Background: an optimization exercise with open tools, aiming at small area, a short achievable clock period and few clock cycles per item. Do not read the settings as production practice.
Function was checked by simulation only, so behaviour that the tests miss may differ from the original.
Power and IR drop assume default switching activity.

==> inputs of wip/yarrow <==
## unison_polyblep_saw_oscillator
module unison_polyblep_saw_oscillator (
  input  logic                         clk,
  input  logic                         rst,
  input  logic                         in_valid,
  output logic                         in_ready,
  input  logic                         restart,
  output logic                         out_valid,
  input  logic                         out_ready,
  output logic signed [OUT_W-1:0]      sample_out,
  input  logic                         cfg_valid,
  output logic                         cfg_ready,
  input  logic        [CFG_IDX_W-1:0]  cfg_index,
  input  logic        [CFG_DATA_W-1:0] cfg_data
);
  localparam int NV = MAX_VOICES;
  localparam int YW = 37;                  
  localparam int XW = 32 + YW;             
  function automatic logic lt32(input logic [31:0] a, input logic [31:0] b);
    logic [31:0] l, e;
    l = ~a & b;
    e = ~(a ^ b);
    for (int w = 1; w < 32; w = w * 2) begin
      for (int i = 0; i < 32; i = i + 2 * w) begin
        l[i] = l[i+w] | (e[i+w] & l[i]);
        e[i] = e[i+w] & e[i];
      end
    end
    lt32 = l[0];
  endfunction
  function automatic logic [4:0] div_step(input logic [2:0] r, input logic [1:0] d,
                                          input logic [5:1] n);
    logic [4:0] t3, t5;
    case ({r, d})
      5'b00000: t3 = 5'b00000;
      5'b00001: t3 = 5'b00001;
      5'b00010: t3 = 5'b00010;
      5'b00011: t3 = 5'b01000;
      5'b00100: t3 = 5'b01001;
      5'b00101: t3 = 5'b01010;
      5'b00110: t3 = 5'b10000;
      5'b00111: t3 = 5'b10001;
      5'b01000: t3 = 5'b10010;
      5'b01001: t3 = 5'b11000;
      5'b01010: t3 = 5'b11001;
      5'b01011: t3 = 5'b11010;
      default: t3 = '0;
    endcase
    case ({r, d})
      5'b00000: t5 = 5'b00000;
      5'b00001: t5 = 5'b00001;
      5'b00010: t5 = 5'b00010;
      5'b00011: t5 = 5'b00011;
      5'b00100: t5 = 5'b00100;
      5'b00101: t5 = 5'b01000;
      5'b00110: t5 = 5'b01001;
      5'b00111: t5 = 5'b01010;
      5'b01000: t5 = 5'b01011;
  ...
make LEC_CHECK=0 ABC_AREA=1 CAP_MARGIN=20 CORE_MARGIN=2 CORE_UTILIZATION=40 PLACE_DENSITY=0.6 SETUP_SLACK_MARGIN=5 SLEW_MARGIN=20 finish   # period 12.5 ns
run.sh (not shown) runs the stock make flow with config.mk's settings and CLKGATE_MAP_FILE= SYNTH_SCRIPT=/design/flow/synth_recipe.tcl, a recipe that flattens the netlist after the stock synthesis.
==> wip/raven: changes against wip/yarrow <==
--- a/flow/design.v
+++ b/flow/design.v
@@ -113,22 +113,21 @@
   logic [1:0]  qn;
   logic [1:0]  qr;
   logic          fv;                       
   logic [NV-1:0] fnz;                      
   logic [NV-1:0] pend;                     
   logic          last_p;                   
   logic          mv, msq, mno;             
   logic [31:0]   ma;                       
-  logic          mov;                      
   logic [31:0]   mb;
   logic          bv, bsq, bno;             
   logic [XW-1:0] gs, gc;                   
   logic [31:0]   tq0;                      
-  logic          tq0_no, tq0_ov;           
+  logic          tq0_no;
   logic          tq_n;
   logic [YW-1:0] acc;                      
   logic          fc;                       
   logic          s2v;
   logic [YW-1:0] zs;                       
   assign in_ready  = (qn != 2'd2);
   assign cfg_ready = 1'b1;
   logic accept, head, head_rs;
@@ -168,44 +167,42 @@
     cur_no = 1'b0;
     for (int v = 0; v < NV; v++) begin
       if (cur_v[v]) begin
         cur_a  = fnz[v] ? phase[v] : ~phase[v];
         cur_no = ~fnz[v];
       end
     end
   end
-  logic [31:0] ma_e;
-  assign ma_e = mov ? 32'd0 : ma;
-  assign mb   = msq ? ma_e : blep_recip;
+  assign mb = msq ? ma : blep_recip;
   logic [XW-1:0] ma_r [19];
   logic [XW-1:0] ma_s, ma_c;
   always_comb begin
     logic [34:0] bx;
     logic [2:0]  g;
     logic [32:0] m;
     logic        ng;
     logic [33:0] pp;
     logic [XW-1:0] corr;
     bx   = {2'b00, mb, 1'b0};
     corr = '0;
     for (int i = 0; i < 17; i++) begin
       g = bx[2*i +: 3];
       case (g)
-        3'b001, 3'b010, 3'b101, 3'b110: m = {1'b0, ma_e};
-        3'b011, 3'b100:                 m = {ma_e, 1'b0};
+        3'b001, 3'b010, 3'b101, 3'b110: m = {1'b0, ma};
+        3'b011, 3'b100:                 m = {ma, 1'b0};
         default:                        m = '0;
       endcase
       ng = g[2] & ~(g[1] & g[0]);
       pp = ng ? ~{1'b0, m} : {1'b0, m};
       ma_r[i] = XW'({~pp[33], pp[32:0]}) << (2*i);
       corr[2*i] = ng;
     end
     ma_r[17] = corr;
-    ma_r[18] = msq ? XW'({ma_e, 1'b1}) : (mno ? XW'(blep_recip) : XW'(0));
+    ma_r[18] = msq ? XW'({ma, 1'b1}) : (mno ? XW'(blep_recip) : XW'(0));
   end
   logic dd1, dd2, dd3, dd4, dd5, dd6, dd7, dd8, dd9, dd10, dd11, dd12, dd13, dd14, dd15, dd16, dd17, dd18, dd19, dd20, dd21, dd22, dd23, dd24, dd25, dd26, dd27, dd28, dd29, dd30, dd31, dd32, dd33, dd34, dd35, dd36, dd37, dd38, dd39, dd40, dd41, dd42, dd43, dd44, dd45, dd46, dd47, dd48, dd49, dd50, dd51, dd52, dd53, dd54, dd55, dd56, dd57, dd58, dd59, dd60, dd61, dd62, dd63, dd64, dd65, dd66, dd67, dd68, dd69, dd70, dd71, dd72, dd73, dd74, dd75, dd76, dd77, dd78, dd79, dd80, dd81, dd82, dd83, dd84, dd85, dd86, dd87, dd88, dd89, dd90, dd91, dd92, dd93, dd94, dd95, dd96, dd97, dd98, dd99, dd100, dd101, dd102, dd103, dd104, dd105, dd106, dd107, dd108, dd109, dd110, dd111, dd112, dd113, dd114, dd115, dd116, dd117, dd118, dd119, dd120, dd121, dd122, dd123, dd124, dd125, dd126, dd127, dd128, dd129, dd130, dd131, dd132, dd133, dd134, dd135, dd136, dd137, dd138, dd139, dd140, dd141, dd142, dd143, dd144, dd145, dd146, dd147, dd148, dd149, dd150, dd151, dd152, dd153, dd154, dd155, dd156, dd157, dd158, dd159, dd160, dd161, dd162, dd163, dd164, dd165, dd166, dd167, dd168, dd169, dd170, dd171, dd172, dd173, dd174, dd175, dd176, dd177, dd178, dd179, dd180, dd181, dd182, dd183, dd184, dd185, dd186, dd187, dd188, dd189, dd190, dd191, dd192, dd193, dd194, dd195, dd196, dd197, dd198, dd199, dd200, dd201, dd202, dd203, dd204, dd205, dd206, dd207, dd208, dd209, dd210, dd211, dd212, dd213, dd214, dd215, dd216, dd217, dd218, dd219, dd220, dd221, dd222, dd223, dd224, dd225, dd226, dd227, dd228, dd229, dd230, dd231, dd232, dd233, dd234, dd235, dd236, dd237, dd238, dd239, dd240, dd241, dd242, dd243, dd244, dd245, dd246, dd247, dd248, dd249, dd250, dd251, dd252, dd253, dd254, dd255, dd256, dd257, dd258, dd259, dd260, dd261, dd262, dd263, dd264, dd265, dd266, dd267, dd268, dd269, dd270, dd271, dd272, dd273, dd274, dd275, dd276, dd277, dd278, dd279, dd280, dd281, dd282, dd283, dd284, dd285, dd286, dd287, dd288, dd289, dd290, dd291, dd292, dd293, dd294, dd295, dd296, dd297, dd298, dd299, dd300, dd301, dd302, dd303, dd304, dd305, dd306, dd307, dd308, dd309, dd310, dd311, dd312, dd313, dd314, dd315, dd316, dd317, dd318, dd319, dd320, dd321, dd322, dd323, dd324, dd325, dd326, dd327, dd328, dd329, dd330, dd331, dd332, dd333, dd334, dd335, dd336, dd337, dd338, dd339, dd340, dd341, dd342, dd343, dd344, dd345, dd346, dd347, dd348, dd349, dd350, dd351, dd352, dd353, dd354, dd355, dd356, dd357, dd358, dd359, dd360, dd361, dd362, dd363, dd364, dd365, dd366, dd367, dd368, dd369, dd370, dd371, dd372, dd373, dd374, dd375, dd376, dd377, dd378, dd379, dd380, dd381, dd382, dd383, dd384, dd385, dd386, dd387, dd388, dd389, dd390, dd391, dd392, dd393, dd394, dd395, dd396, dd397, dd398, dd399, dd400, dd401, dd402, dd403, dd404, dd405, dd406, dd407, dd408, dd409, dd410, dd411, dd412, dd413, dd414, dd415, dd416, dd417, dd418, dd419, dd420, dd421, dd422, dd423, dd424, dd425, dd426, dd427, dd428, dd429, dd430, dd431, dd432, dd433, dd434, dd435, dd436, dd437, dd438, dd439, dd440, dd441, dd442, dd443, dd444, dd445, dd446, dd447, dd448, dd449, dd450, dd451, dd452, dd453, dd454, dd455, dd456, dd457, dd458, dd459, dd460, dd461, dd462, dd463, dd464, dd465, dd466, dd467, dd468, dd469, dd470, dd471, dd472, dd473, dd474, dd475, dd476, dd477, dd478, dd479, dd480, dd481, dd482, dd483, dd484, dd485, dd486, dd487, dd488, dd489, dd490, dd491, dd492, dd493, dd494, dd495, dd496, dd497, dd498, dd499, dd500, dd501, dd502, dd503, dd504, dd505, dd506, dd507, dd508, dd509, dd510, dd511, dd512, dd513, dd514, dd515, dd516, dd517, dd518, dd519, dd520, dd521, dd522, dd523, dd524, dd525, dd526, dd527, dd528, dd529, dd530, dd531, dd532, dd533, dd534, dd535, dd536, dd537, dd538, dd539, dd540, dd541, dd542, dd543, dd544, dd545, dd546, dd547, dd548, dd549, dd550, dd551, dd552, dd553, dd554, dd555, dd556, dd557, dd558, dd559, dd560, dd561, dd562, dd563, dd564, dd565, dd566, dd567, dd568, dd569, dd570, dd571, dd572, dd573, dd574, dd575, dd576, dd577, dd578, dd579, dd580, dd581, dd582, dd583, dd584, dd585, dd586, dd587, dd588, dd589, dd590, dd591, dd592, dd593, dd594, dd595, dd596, dd597, dd598, dd599, dd600, dd601, dd602, dd603, dd604, dd605, dd606, dd607, dd608, dd609, dd610, dd611, dd612, dd613, dd614, dd615, dd616, dd617, dd618, dd619, dd620, dd621, dd622, dd623, dd624, dd625, dd626, dd627, dd628, dd629, dd630, dd631, dd632, dd633, dd634, dd635, dd636, dd637, dd638, dd639, dd640, dd641, dd642, dd643, dd644, dd645, dd646, dd647, dd648, dd649, dd650, dd651, dd652, dd653, dd654, dd655, dd656, dd657, dd658, dd659, dd660, dd661, dd662, dd663, dd664, dd665, dd666, dd667, dd668, dd669, dd670, dd671, dd672, dd673, dd674, dd675, dd676, dd677, dd678, dd679, dd680, dd681, dd682, dd683, dd684, dd685, dd686, dd687, dd688, dd689, dd690, dd691, dd692, dd693, dd694, dd695, dd696, dd697, dd698, dd699, dd700, dd701, dd702, dd703, dd704, dd705, dd706, dd707, dd708, dd709, dd710, dd711, dd712, dd713, dd714, dd715, dd716, dd717, dd718, dd719, dd720, dd721, dd722, dd723, dd724, dd725, dd726, dd727, dd728, dd729, dd730, dd731, dd732, dd733, dd734, dd735, dd736, dd737, dd738, dd739, dd740, dd741, dd742, dd743, dd744, dd745, dd746, dd747, dd748, dd749, dd750, dd751, dd752, dd753, dd754, dd755, dd756, dd757, dd758, dd759, dd760, dd761, dd762, dd763, dd764, dd765, dd766, dd767, dd768, dd769, dd770, dd771, dd772, dd773, dd774, dd775, dd776, dd777, dd778, dd779, dd780, dd781, dd782, dd783, dd784, dd785, dd786, dd787, dd788, dd789, dd790, dd791, dd792, dd793, dd794, dd795, dd796, dd797, dd798, dd799, dd800, dd801, dd802, dd803, dd804, dd805, dd806, dd807, dd808, dd809, dd810, dd811, dd812, dd813, dd814, dd815, dd816, dd817, dd818, dd819, dd820, dd821, dd822, dd823, dd824, dd825, dd826, dd827, dd828, dd829, dd830, dd831, dd832, dd833, dd834, dd835, dd836, dd837, dd838, dd839, dd840, dd841, dd842, dd843, dd844, dd845, dd846, dd847, dd848, dd849, dd850, dd851, dd852, dd853, dd854, dd855, dd856, dd857, dd858, dd859, dd860, dd861, dd862, dd863, dd864, dd865, dd866, dd867, dd868, dd869, dd870, dd871, dd872, dd873, dd874, dd875, dd876, dd877, dd878, dd879, dd880, dd881, dd882, dd883, dd884, dd885, dd886, dd887, dd888, dd889, dd890, dd891, dd892, dd893, dd894, dd895, dd896, dd897, dd898, dd899, dd900, dd901, dd902, dd903, dd904, dd905, dd906, dd907, dd908, dd909, dd910, dd911, dd912, dd913, dd914, dd915, dd916, dd917, dd918, dd919, dd920, dd921, dd922, dd923, dd924, dd925, dd926, dd927, dd928, dd929, dd930, dd931, dd932, dd933, dd934, dd935, dd936, dd937, dd938, dd939, dd940, dd941, dd942, dd943, dd944, dd945, dd946, dd947, dd948, dd949, dd950, dd951, dd952, dd953, dd954, dd955, dd956, dd957, dd958, dd959, dd960, dd961, dd962, dd963, dd964, dd965, dd966, dd967, dd968, dd969, dd970, dd971, dd972, dd973, dd974, dd975, dd976, dd977, dd978, dd979, dd980, dd981, dd982, dd983, dd984, dd985, dd986, dd987, dd988, dd989, dd990, dd991, dd992, dd993, dd994, dd995, dd996, dd997, dd998, dd999, dd1000, dd1001, dd1002, dd1003, dd1004, dd1005, dd1006, dd1007, dd1008, dd1009, dd1010, dd1011, dd1012, dd1013, dd1014, dd1015, dd1016, dd1017, dd1018, dd1019, dd1020, dd1021, dd1022, dd1023, dd1024, dd1025, dd1026, dd1027, dd1028, dd1029, dd1030, dd1031, dd1032, dd1033, dd1034, dd1035, dd1036, dd1037, dd1038, dd1039, dd1040, dd1041, dd1042, dd1043, dd1044, dd1045, dd1046, dd1047, dd1048, dd1049, dd1050, dd1051, dd1052, dd1053, dd1054, dd1055, dd1056, dd1057, dd1058, dd1059, dd1060, dd1061, dd1062, dd1063, dd1064, dd1065, dd1066, dd1067, dd1068, dd1069, dd1070, dd1071, dd1072, dd1073, dd1074, dd1075, dd1076, dd1077, dd1078, dd1079, dd1080, dd1081, dd1082, dd1083, dd1084, dd1085, dd1086, dd1087, dd1088, dd1089, dd1090, dd1091, dd1092, dd1093, dd1094, dd1095, dd1096, dd1097, dd1098, dd1099, dd1100, dd1101, dd1102, dd1103, dd1104, dd1105, dd1106, dd1107, dd1108, dd1109, dd1110, dd1111, dd1112, dd1113, dd1114, dd1115, dd1116, dd1117, dd1118, dd1119, dd1120, dd1121, dd1122, dd1123, dd1124;
   assign dd1 = ma_r[0][22] ^ ma_r[1][22];
   assign dd2 = ma_r[0][22] & ma_r[1][22];
   assign dd3 = ma_r[0][23] ^ ma_r[1][23];
   assign dd4 = ma_r[0][23] & ma_r[1][23];
   assign dd5 = ma_r[0][24] ^ ma_r[1][24] ^ ma_r[2][24];
   assign dd6 = (ma_r[0][24] & ma_r[1][24]) | (ma_r[0][24] & ma_r[2][24]) | (ma_r[1][24] & ma_r[2][24]);
@@ -1325,21 +1322,19 @@
   assign dd1120 = (dd993 & ma_r[16][62]) | (dd993 & dd992) | (ma_r[16][62] & dd992);
   assign dd1121 = ma_r[15][63] ^ ma_r[16][63] ^ dd994;
   assign dd1122 = (ma_r[15][63] & ma_r[16][63]) | (ma_r[15][63] & dd994) | (ma_r[16][63] & dd994);
   assign dd1123 = 1'b1 ^ ma_r[16][64];
   assign dd1124 = 1'b1 & ma_r[16][64];
   assign ma_s = {1'b1, 1'b1, 1'b1, ma_r[16][65], dd1123, dd1121, dd1119, dd1117, dd1115, dd1113, dd1111, dd1109, dd1107, dd1105, dd1103, dd1101, dd1099, dd1097, dd1095, dd1093, dd1091, dd1089, dd1087, dd1085, dd1083, dd1081, dd1079, dd1077, dd1075, dd1073, dd1071, dd1069, dd1067, dd1065, dd1063, dd1061, dd1059, dd1057, dd1055, dd1053, dd1051, dd1049, dd1047, dd1045, dd1043, dd1041, dd1039, dd1037, dd1035, dd1033, dd1031, dd1029, dd1027, dd1025, dd1023, dd1021, dd1019, dd1017, dd1015, dd1013, dd1011, dd1009, dd1007, dd1005, dd1003, dd1001, dd999, dd997, dd995};
   assign ma_c = {1'b0, 1'b0, 1'b0, dd1124, dd1122, dd1120, dd1118, dd1116, dd1114, dd1112, dd1110, dd1108, dd1106, dd1104, dd1102, dd1100, dd1098, dd1096, dd1094, dd1092, dd1090, dd1088, dd1086, dd1084, dd1082, dd1080, dd1078, dd1076, dd1074, dd1072, dd1070, dd1068, dd1066, dd1064, dd1062, dd1060, dd1058, dd1056, dd1054, dd1052, dd1050, dd1048, dd1046, dd1044, dd1042, dd1040, dd1038, dd1036, dd1034, dd1032, dd1030, dd1028, dd1026, dd1024, dd1022, dd1020, dd1018, dd1016, dd1014, dd1012, dd1010, dd1008, dd1006, dd1004, dd1002, dd1000, dd998, dd996, ma_r[18][0]};
   logic [XW-1:0] m_x;
-  logic [31:0]   t_raw;
-  logic          t_ov;
+  logic [31:0]   t_clamp;
   assign m_x = gs + gc + (bsq ? {acc ^ {YW{bno}}, 32'd0} : XW'(0));
-  assign t_raw = m_x[47:16];
-  assign t_ov  = |m_x[63:48];
+  assign t_clamp = (|m_x[63:48]) ? 32'hFFFF_FFFF : m_x[47:16];
   logic b_pos, s_avail, p_avail, pick_s, pick_p, tq_pop, tq_push;
   logic [1:0] outst;
   assign b_pos   = bv & ~bsq;
   assign s_avail = tq_n | b_pos;
   assign p_avail = (pend != '0);
   assign outst   = 2'(tq_n) + 2'(b_pos) + 2'(mv & ~msq);
   assign pick_s  = s_avail & (last_p | ~p_avail | (tq_n & b_pos));
   assign pick_p  = ~pick_s & p_avail & (outst < 2'd2);
@@ -1460,35 +1455,31 @@
     gs  <= ma_s;
     gc  <= ma_c;
     bsq <= msq;
     bno <= mno;
     if (load_flags) begin
       fnz    <= nz_c;
       last_p <= 1'b1;
       ma     <= new_a;
-      mov    <= 1'b0;
       msq    <= 1'b0;
       mno    <= new_no;
     end else if (pick_s) begin
       last_p <= 1'b0;
-      ma     <= tq_n ? tq0 : ~t_raw;
-      mov    <= tq_n ? tq0_ov : t_ov;
+      ma     <= tq_n ? tq0 : ~t_clamp;
       msq    <= 1'b1;
       mno    <= tq_n ? tq0_no : bno;
     end else if (pick_p) begin
       last_p <= 1'b1;
       ma     <= cur_a;
-      mov    <= 1'b0;
       msq    <= 1'b0;
       mno    <= cur_no;
     end
     if (tq_push) begin
-      tq0    <= ~t_raw;
-      tq0_ov <= t_ov;
+      tq0    <= ~t_clamp;
       tq0_no <= bno;
     end
     if (fc)             acc <= psum;
     else if (bv & bsq)  acc <= m_x[XW-1:32] ^ {YW{bno}};
     if (complete) zs <= z_new;
     if (s2_move) sample_out <= smp;
   end
 endmodule
- ABC_AREA: 1 -> not set
==> metrics.md <==
| Metric | Value |
|---|---|
| Result of the run | `finished clean` |
| Detailed Place HPWL | `236.4 mm` |
| Top cell by count, worst path | `sky130_fd_sc_hd__o21ai_1` |
| Vias post-DR | `74,700` |
| Clock Skews | `0.04909 ns` |
| Relative contribution of the clock network to total power | `0.126` |
| Distinct cell type count of the synthesized netlist | `110` |
| Via count of the first global-routing pass | `72,560` |
| Peak supply drop | `roughly 0.55 mV` |
| Area growth from synthesis to layout | `15.60%` |
| Flop2flop setup slack | `approximately 3.8 ns` |
| Area share of fa/ha/maj cells after synthesis | `0.2591` |
# the run above: wip/raven

==> metrics.md <==
| Metric | Value |
|---|---|
| Detailed Place HPWL | `234.4 mm` |
| Area growth from synthesis to layout | `12.37%` |
| Distinct cell type count of the synthesized netlist | `70` |
| Area share of fa/ha/maj cells after synthesis | `0.2702` |
| Clock Skews | `around 0.04 ns` |
| Result of the run | `finished clean` |
| Peak supply drop | `0.6974 mV` |
| Via count of the first global-routing pass | `between 70,000 and 80,000` |
# the run above: wip/yarrow

Testbench counts of wip/yarrow, summed over its fixed seeds: cycles 10,195, samples 4,608.
Testbench counts of wip/raven, summed over its fixed seeds: cycles 10,195, samples 4,608.

-- what the ideal ports hide --
The flow's constraints put no driver on any port. The routed layouts listed below were extracted and timed again, unchanged, in two steps.
Step 1: set_driving_cell puts a clkbuf_16 on clk and a buf_2 on each other input, an assumption about the parent block.
Step 2, shift: input delay + t, output delay - t, t = (earliest + latest rising clock arrival at the registers) / 2. This alone moves slack from input paths to output paths.
Slacks: ideal / step 1 / step 2; pairs: ideal / step 1.
| run | t, ns | setup slack, ns | worst setup path at the end |
|---|---|---|---|
| wip/yarrow | 0.811 | 5.060 / 5.060 / 5.060 | register to register |
| wip/raven | 0.818 | 3.781 / 3.781 / 3.781 | register to register |
After both steps every run listed still meets setup and hold.
